Background: an optimization exercise with open tools, aiming at small area and a short achievable clock period. Do not read the settings as production practice. Where RTL was checked, it was by simulation tests only, not by an equivalence proof against the original. Power and IR drop assume default switching activity.

// fft_peak_detect
module fft_peak_detect #(
  parameter int N_POINTS = 64,
  parameter int DATA_W   = 16,
  parameter int THRESH   = 1024,
  parameter int CONFIRM  = 2,
  parameter int LED_W    = 8,
  localparam int BIN_W   = fft_peak_detect_pkg::fft_bin_w(N_POINTS),
  localparam int MAG_W   = 2*DATA_W+1
) (
  input  logic                 CLOCK_50,
  input  logic                 KEY,
  input  logic                 s_valid,
  input  logic                 s_sop,
  input  logic                 s_eop,
  input  logic signed [DATA_W-1:0] s_re,
  input  logic signed [DATA_W-1:0] s_im,
  output logic                 peak_valid,
  output logic [BIN_W-1:0]     peak_bin,
  output logic [MAG_W-1:0]     peak_mag,
  output logic                 no_signal,
  output logic                 frame_err,
  output logic [LED_W-1:0]     LEDR
);
  logic        k1_sop, k1_eop, k1_pl;
  logic [15:0] re1, im1;
  always_ff @(posedge CLOCK_50) begin
    if (KEY) begin
      k1_sop <= 1'b0;
      k1_eop <= 1'b0;
      k1_pl  <= 1'b0;
    end else begin
      k1_sop <= s_valid & s_sop;
      k1_eop <= s_valid & ~s_sop & s_eop;
      k1_pl  <= s_valid & ~s_sop & ~s_eop;
    end
  end
  logic [15:0] re_lo, im_lo;
  fft_or_prefix u_re_lo (.x({s_re[14:0], 1'b0}), .y(re_lo));
  fft_or_prefix u_im_lo (.x({s_im[14:0], 1'b0}), .y(im_lo));
  always_ff @(posedge CLOCK_50) begin
    re1 <= s_re ^ ({16{s_re[15]}} & re_lo);
    im1 <= s_im ^ ({16{s_im[15]}} & im_lo);
  end
  logic        k2_sop, k2_eop, k2_pl;
  ...
For scale: ~1200 cells after synthesis, roughly 87 I/O pins, about 13000 um2 of cells after synthesis.
Settings: LEC_CHECK=0, CAP_MARGIN=20, CORE_MARGIN=2, CORE_UTILIZATION=40, CTS_BUF_LIST=sky130_fd_sc_hd__clkbuf_4 sky130_fd_sc_hd__clkbuf_8, PLACE_DENSITY=0.6, SETUP_SLACK_MARGIN=4.5, SLEW_MARGIN=20; clock period 8.0 ns.
standard.sh (not shown) runs the stock make flow with config.mk's settings and CLKGATE_MAP_FILE= SYNTH_SCRIPT=/design/flow/synth_recipe.tcl, a recipe that flattens the netlist after the stock synthesis.
==> flow/flow/run.sh <==
#!/bin/bash
# Standard ORFS layout with two changes:
#  1. after the standard synthesis, flow/polarity.py flips full adders
#     (FA(~a,~b,~c) = ~FA(a,b,c)) to remove most inverters between them;
#     registers and everything else are left as synthesis made them;
#  2. the ports are buffered with buf_1 instead of the default pick.
set -euo pipefail
R=orfs/results/sky130hd/fft_peak_detect/base
bash standard.sh synth > synth.log 2>&1
cp $R/1_2_yosys.v $R/1_2_yosys.std.v
python3 flow/polarity.py $R/1_2_yosys.std.v $R/1_2_yosys.v > polarity.log 2>&1
rm -f $R/1_synth.odb
bash standard.sh "BUFFER_PORTS_ARGS=-buffer_cell sky130_fd_sc_hd__buf_1" finish > flow.log 2>&1
Other scripts of this flow, unchanged in this note and not shown: flow/flow/polarity.py
Then changed:
--- a/flow/config.mk
+++ b/flow/config.mk
@@ -11 +10,0 @@
-export CTS_BUF_LIST = sky130_fd_sc_hd__clkbuf_4 sky130_fd_sc_hd__clkbuf_8
Effect: The new run passed the timing, design-rule and antenna checks; clock power is higher by 32%; sequential share of layout area goes down by 0.41 points; total power climbs by 4.5%; design area climbs by 1.4%; worst setup slack loses 0.027 ns; routed wire length is about the same; sequential cell count is unchanged; utilization is higher by 0.62 points; worst hold slack got worse by 0.019 ns; area after synthesis is unchanged.
No run of this note included a check of the RTL's function; only the layout flow was run.

* * *

== JK ==
fft_peak_detect, a different RTL version from the one above (not shown whole).
Size: about 1200 cells after synthesis, about 87 I/O pins, ~14000 um2 of cells after synthesis.
clock: 8.0 ns
lec_check: 0
cap_margin: 20
core_margin: 2
core_utilization: 40
cts_buf_list: sky130_fd_sc_hd__clkbuf_4 sky130_fd_sc_hd__clkbuf_8
place_density: 0.6
setup_slack_margin: 4.5
slew_margin: 20
tns_end_percent: 25
Scripts as last shown in full above: flow/flow/run.sh
Other scripts of this flow, unchanged in this note and not shown: flow/flow/polarity.py
[inputs] MS vs JK
# JK
export LEC_CHECK = 0
export CAP_MARGIN = 20
export CORE_MARGIN = 2
export CORE_UTILIZATION = 40
export CTS_BUF_LIST = sky130_fd_sc_hd__clkbuf_4 sky130_fd_sc_hd__clkbuf_8
export PLACE_DENSITY = 0.6
export SETUP_SLACK_MARGIN = 4.5
export SLEW_MARGIN = 20
export TNS_END_PERCENT = 25
create_clock -name core_clock -period 8.0 [get_ports {CLOCK_50}]
# MS
export LEC_CHECK = 0
export CAP_MARGIN = 20
export CORE_MARGIN = 2
export CORE_UTILIZATION = 40
export CTS_BUF_LIST = sky130_fd_sc_hd__clkbuf_4 sky130_fd_sc_hd__clkbuf_8
export PLACE_DENSITY = 0.6
export SETUP_SLACK_MARGIN = 4.5
export SLEW_MARGIN = 20
create_clock -name core_clock -period 8.0 [get_ports {CLOCK_50}]
==> comparison <==
From JK to MS the numbers moved as follows: global-route total usage across every layer flat, number of global-route vias before repair flat, first-pass GRT wire length flat. Between MS and JK, the difference in overall routed net length is negligible. Of MS and JK, the run reporting the higher finished layout cell area was MS. Status: part of the power in the clock network parity (MS, JK). MS against JK: worst-case clock skew stayed essentially flat; share of total power in sequential cells shows a reduction of 0.2 points.
Modified inputs, AL compared to MS
# MS
export LEC_CHECK = 0
export CAP_MARGIN = 20
export CORE_MARGIN = 2
export CORE_UTILIZATION = 40
export CTS_BUF_LIST = sky130_fd_sc_hd__clkbuf_4 sky130_fd_sc_hd__clkbuf_8
export PLACE_DENSITY = 0.6
export SETUP_SLACK_MARGIN = 4.5
export SLEW_MARGIN = 20
create_clock -name core_clock -period 8.0 [get_ports {CLOCK_50}]
# AL
export LEC_CHECK = 0
export CAP_MARGIN = 20
export CORE_MARGIN = 2
export CORE_UTILIZATION = 40
export CTS_BUF_LIST = sky130_fd_sc_hd__clkbuf_4 sky130_fd_sc_hd__clkbuf_8
export PLACE_DENSITY = 0.6
export SETUP_SLACK_MARGIN = 4.5
export SLEW_MARGIN = 20
export TNS_END_PERCENT = 5
create_clock -name core_clock -period 8.0 [get_ports {CLOCK_50}]
## What came out
Comparing MS against AL, there is no change at all in number of clock buffer instances in the layout.
AL against MS: design area -about 0.7%, worst setup slack lower.
Summary of the comparison: area added between synthesis and finish is lower in AL, relative to MS.
From AL to MS, TritonCTS buffer count did not move at all.
Edits applied to the flow inputs when going from AL to TR:
# AL
export LEC_CHECK = 0
export CAP_MARGIN = 20
export CORE_MARGIN = 2
export CORE_UTILIZATION = 40
export CTS_BUF_LIST = sky130_fd_sc_hd__clkbuf_4 sky130_fd_sc_hd__clkbuf_8
export PLACE_DENSITY = 0.6
export SETUP_SLACK_MARGIN = 4.5
export SLEW_MARGIN = 20
export TNS_END_PERCENT = 5
create_clock -name core_clock -period 8.0 [get_ports {CLOCK_50}]
# TR
export LEC_CHECK = 0
export CAP_MARGIN = 20
export CORE_MARGIN = 2
export CORE_UTILIZATION = 40
export CTS_BUF_LIST = sky130_fd_sc_hd__clkbuf_8
export PLACE_DENSITY = 0.6
export SETUP_SLACK_MARGIN = 4.7
export SLEW_MARGIN = 20
create_clock -name core_clock -period 8.0 [get_ports {CLOCK_50}]
### Flow results
Diff AL -> TR: die area comparable, total power went up by about 1.5%.
TR: final core utilization 1.0 points above AL
Of AL and TR, the run reporting the lower clock network fraction of total power was TR.

* * *

== oak ==
Another version of the RTL of fft_peak_detect (not shown whole).
Size: roughly 1200 cells after synthesis, roughly 87 I/O pins, ~14000 um^2 of cells after synthesis.
==> flow/config.mk <==
export PLATFORM = sky130hd
export DESIGN_NAME = fft_peak_detect
export DESIGN_NICKNAME = fft_peak_detect
export VERILOG_FILES = /design/flow/design.v
export SDC_FILE = /design/flow/constraint.sdc
export NUM_CORES = 4
export LEC_CHECK = 0
export CAP_MARGIN = 20
export CORE_MARGIN = 2
export CORE_UTILIZATION = 40
export CTS_BUF_LIST = sky130_fd_sc_hd__clkbuf_8
export PLACE_DENSITY = 0.6
export SETUP_SLACK_MARGIN = 4.5
export SLEW_MARGIN = 20
==> flow/constraint.sdc <==
create_clock -name core_clock -period 8.0 [get_ports {CLOCK_50}]
set_input_delay 1.6000 -clock core_clock [delete_from_list [all_inputs] [get_ports {CLOCK_50}]]
set_output_delay 1.6000 -clock core_clock [all_outputs]
set_load 0.01 [all_outputs]
Scripts as last shown in full above: flow/flow/run.sh
Other scripts of this flow, unchanged in this note and not shown: flow/flow/polarity.py
What pine does differently from oak at the input level:
Settings: a change of CTS_BUF_LIST from sky130_fd_sc_hd__clkbuf_8 to sky130_fd_sc_hd__clkbuf_4 sky130_fd_sc_hd__clkbuf_8.
### Flow results
~same mean cell area of the mapped netlist in pine and oak. The relative contribution of combinational cells to total power was comparable across pine and oak. Sequential fraction of total cell area came out exactly the same in pine and oak. Status: worst-case setup margin in the final layout parity (pine, oak). Diff oak..pine | multi-input logic area | unchanged. pine against oak: horizontal die dimension was more or less identical; register-to-register slack did not really move. Reported for pine and oak, clock network contribution to total cell area turned out identical to the last digit. Diff pine..oak | clock skew | unchanged. Comparing pine against oak, there is no change at all in clock-buffer cell count. Internal portion of total power: pine vs oak identical.
### pine -> birch
Settings: CTS_BUF_LIST changed from sky130_fd_sc_hd__clkbuf_4 sky130_fd_sc_hd__clkbuf_8 to sky130_fd_sc_hd__clkbuf_8 sky130_fd_sc_hd__clkbuf_16.
==> run summary <==
Compared birch against pine; area of the die within noise.
Between pine and birch, the clock slew seen by the registers of the worst setup and hold paths is lower for birch.
Looking at pine and birch, the number of maximum-capacitance constraint violations is a wash.
Highest attainable clock frequency across pine and birch: no real change.
From pine to birch the numbers moved as follows: clock network contribution to total cell area went up by 1.2 points; pin count of the biggest net entering global routing was more or less identical; multi-input logic portion of the cell area went down by 0.75 points; worst setup slack went down by 0.010 ns.
Modified inputs, maple compared to birch
Settings: CTS_BUF_LIST no longer set, was sky130_fd_sc_hd__clkbuf_8 sky130_fd_sc_hd__clkbuf_16.
[summary]
The final layout from maple, which completed every stage, passed the timing, design-rule and antenna checks at the end of the flow.
Setup slack came out exactly the same in birch and maple.
Taking birch as the reference, in maple floorplan die area was more or less identical, number of failing hold endpoints at the final stage did not really move, power barely changed.
Compared birch against maple; share of the cycle needed by the critical path after routing within noise.

* * *

fft_peak_detect, a different RTL version from the one above (not shown whole).
Size: roughly 200 flip-flops, roughly 15000 µm² of cells after synthesis.
// fft_peak_detect
module fft_peak_detect #(
  parameter int N_POINTS = 64,
  parameter int DATA_W   = 16,
  parameter int THRESH   = 1024,
  parameter int CONFIRM  = 2,
  parameter int LED_W    = 8,
  localparam int BIN_W   = fft_peak_detect_pkg::fft_bin_w(N_POINTS),
  localparam int MAG_W   = 2*DATA_W+1
) (
  input  logic                 CLOCK_50,
  input  logic                 KEY,
  input  logic                 s_valid,
  input  logic                 s_sop,
  input  logic                 s_eop,
  input  logic signed [DATA_W-1:0] s_re,
  input  logic signed [DATA_W-1:0] s_im,
  output logic                 peak_valid,
  output logic [BIN_W-1:0]     peak_bin,
  output logic [MAG_W-1:0]     peak_mag,
  output logic                 no_signal,
  output logic                 frame_err,
  output logic [LED_W-1:0]     LEDR
);
clock: 8.0 ns
lec_check: 0
cap_margin: 20
core_margin: 2
core_utilization: 40
place_density: 0.6
setup_slack_margin: 4.5
slew_margin: 20
==> flow/flow/run.sh <==
#!/bin/bash
# Standard ORFS layout; the only change is the cell used to buffer the ports
# (a plain buf_1 instead of the default pick, a clock delay buffer).
set -euo pipefail
bash standard.sh "BUFFER_PORTS_ARGS=-buffer_cell sky130_fd_sc_hd__buf_1" finish > flow.log 2>&1
The first run went through all stages and came out clean.
Next try:
==> flow/run.sh (new file) <==
#!/bin/bash
# synth_recipe.tcl (not shown) runs the flow's synth.tcl, then flattens the netlist and writes it again
# the make line also repeats each setting of config.mk as NAME=value (left out here)
make -C /OpenROAD-flow-scripts/flow DESIGN_CONFIG=/design/flow/config.mk WORK_HOME=/design/flow/orfs CLKGATE_MAP_FILE= SYNTH_SCRIPT=/design/flow/synth_recipe.tcl finish
removed: flow/flow/run.sh
removed: flow/standard.sh
What happened:
- The changed run went through all stages and came out clean
- non-clock buffer count fell by 3
- synthesized cell count stays the same
- final area increases by a few percent
- synthesized area stays the same
- die area stays the same
- core utilization is higher by 1.4 points
- combinational power hardly moves
- sequential power stays flat
- total power came out lower slightly
- clock-buffer cell count does not change
- maximum frequency increases slightly

* * *

Another version of the RTL of fft_peak_detect (not shown whole).
Size in the first run: about 1500 cells after synthesis, roughly 190 flip-flops, roughly 15000 um^2 of cells after synthesis.
export LEC_CHECK = 0
export CAP_MARGIN = 20
export CORE_MARGIN = 2
export CORE_UTILIZATION = 40
export PLACE_DENSITY = 0.6
export SETUP_SLACK_MARGIN = 4.5
export SLEW_MARGIN = 20
create_clock -name core_clock -period 8.0 [get_ports {CLOCK_50}]
run.sh (not shown) runs the stock make flow with config.mk's settings and CLKGATE_MAP_FILE= SYNTH_SCRIPT=/design/flow/synth_recipe.tcl, a recipe that flattens the netlist after the stock synthesis.
Stock flow here: none of the scripts above is used.
The first run ran to the end with no violations.
==> next run, changes <==
Settings changed: SETUP_SLACK_MARGIN 4.5 to 5.
Effect: Utilization rose by 3.0 points; total power rose by 3.7%; first-iteration DRC count rose by 19%; area after synthesis does not change; clock-buffer cell count stays the same; maximum frequency rose by 2.7%; wire length rose by 3.1%; register-to-register slack improves by 0.098 ns; setup slack improves by 0.098 ns; worst hold slack barely changes.

## re-timing with driven ports
The flow's constraints put no driver on any port. The routed layouts listed below were extracted and timed again, unchanged, in two steps.
Step 1 sets driving cells, clkbuf_16 on the clock port and buf_2 on the other inputs (assumed; they add their load-dependent delay and slew).
Step 2 adds t to the input delays and takes it off the output delays; t is the mean of the earliest and latest rising clock arrival at the registers after step 1. Input paths then give back, and output paths get back, about the clock's delay inside the block.
Slacks: ideal / step 1 / step 2; pairs: ideal / step 1.
| run | t (ns) | setup slack, ns | worst setup path at the end | worst data-port slew with drivers (ns) | cell pins on the clock port's net |
|---|---|---|---|---|---|
| the first run of note 1 | 0.534 | 4.464 / 4.477 / 3.943 | input to register | 0.05 | 1 |
| the second run of note 1 | 0.491 | 4.437 / 4.454 / 3.962 | input to register | 0.05 | 1 |
| JK | 0.530 | 4.554 / 4.554 / 4.554 | register to register | 0.03 | 1 |
| MS | 0.526 | 4.596 / 4.596 / 4.565 | input to register | 0.03 | 1 |
| AL | 0.528 | 4.501 / 4.501 / 4.501 | register to register | 0.03 | 1 |
| TR | 0.532 | 4.618 / 4.618 / 4.559 | input to register | 0.03 | 1 |
| oak | 0.540 | 4.585 / 4.585 / 4.585 | register to register | 0.03 | 1 |
| pine | 0.540 | 4.585 / 4.585 / 4.585 | register to register | 0.03 | 1 |
| birch | 0.498 | 4.575 / 4.575 / 4.575 | register to register | 0.03 | 1 |
| maple | 0.498 | 4.575 / 4.575 / 4.575 | register to register | 0.03 | 1 |
| the first run of note 4 | 0.519 | 4.542 / 4.542 / 4.542 | register to register | 0.04 | 1 |
| the second run of note 4 | 0.502 | 4.598 / 4.598 / 4.405 | input to register | 0.04 | 1 |
| the first run of note 5 | 0.493 | 4.276 / 4.276 / 4.276 | register to register | 0.05 | 1 |
| the second run of note 5 | 0.493 | 4.374 / 4.374 / 4.374 | register to register | 0.04 | 1 |
After both steps every run listed still meets setup and hold. The setup slack of the first run of note 1, which loses most, moves by +0.013 ns with the drivers and by -0.521 ns with both steps.
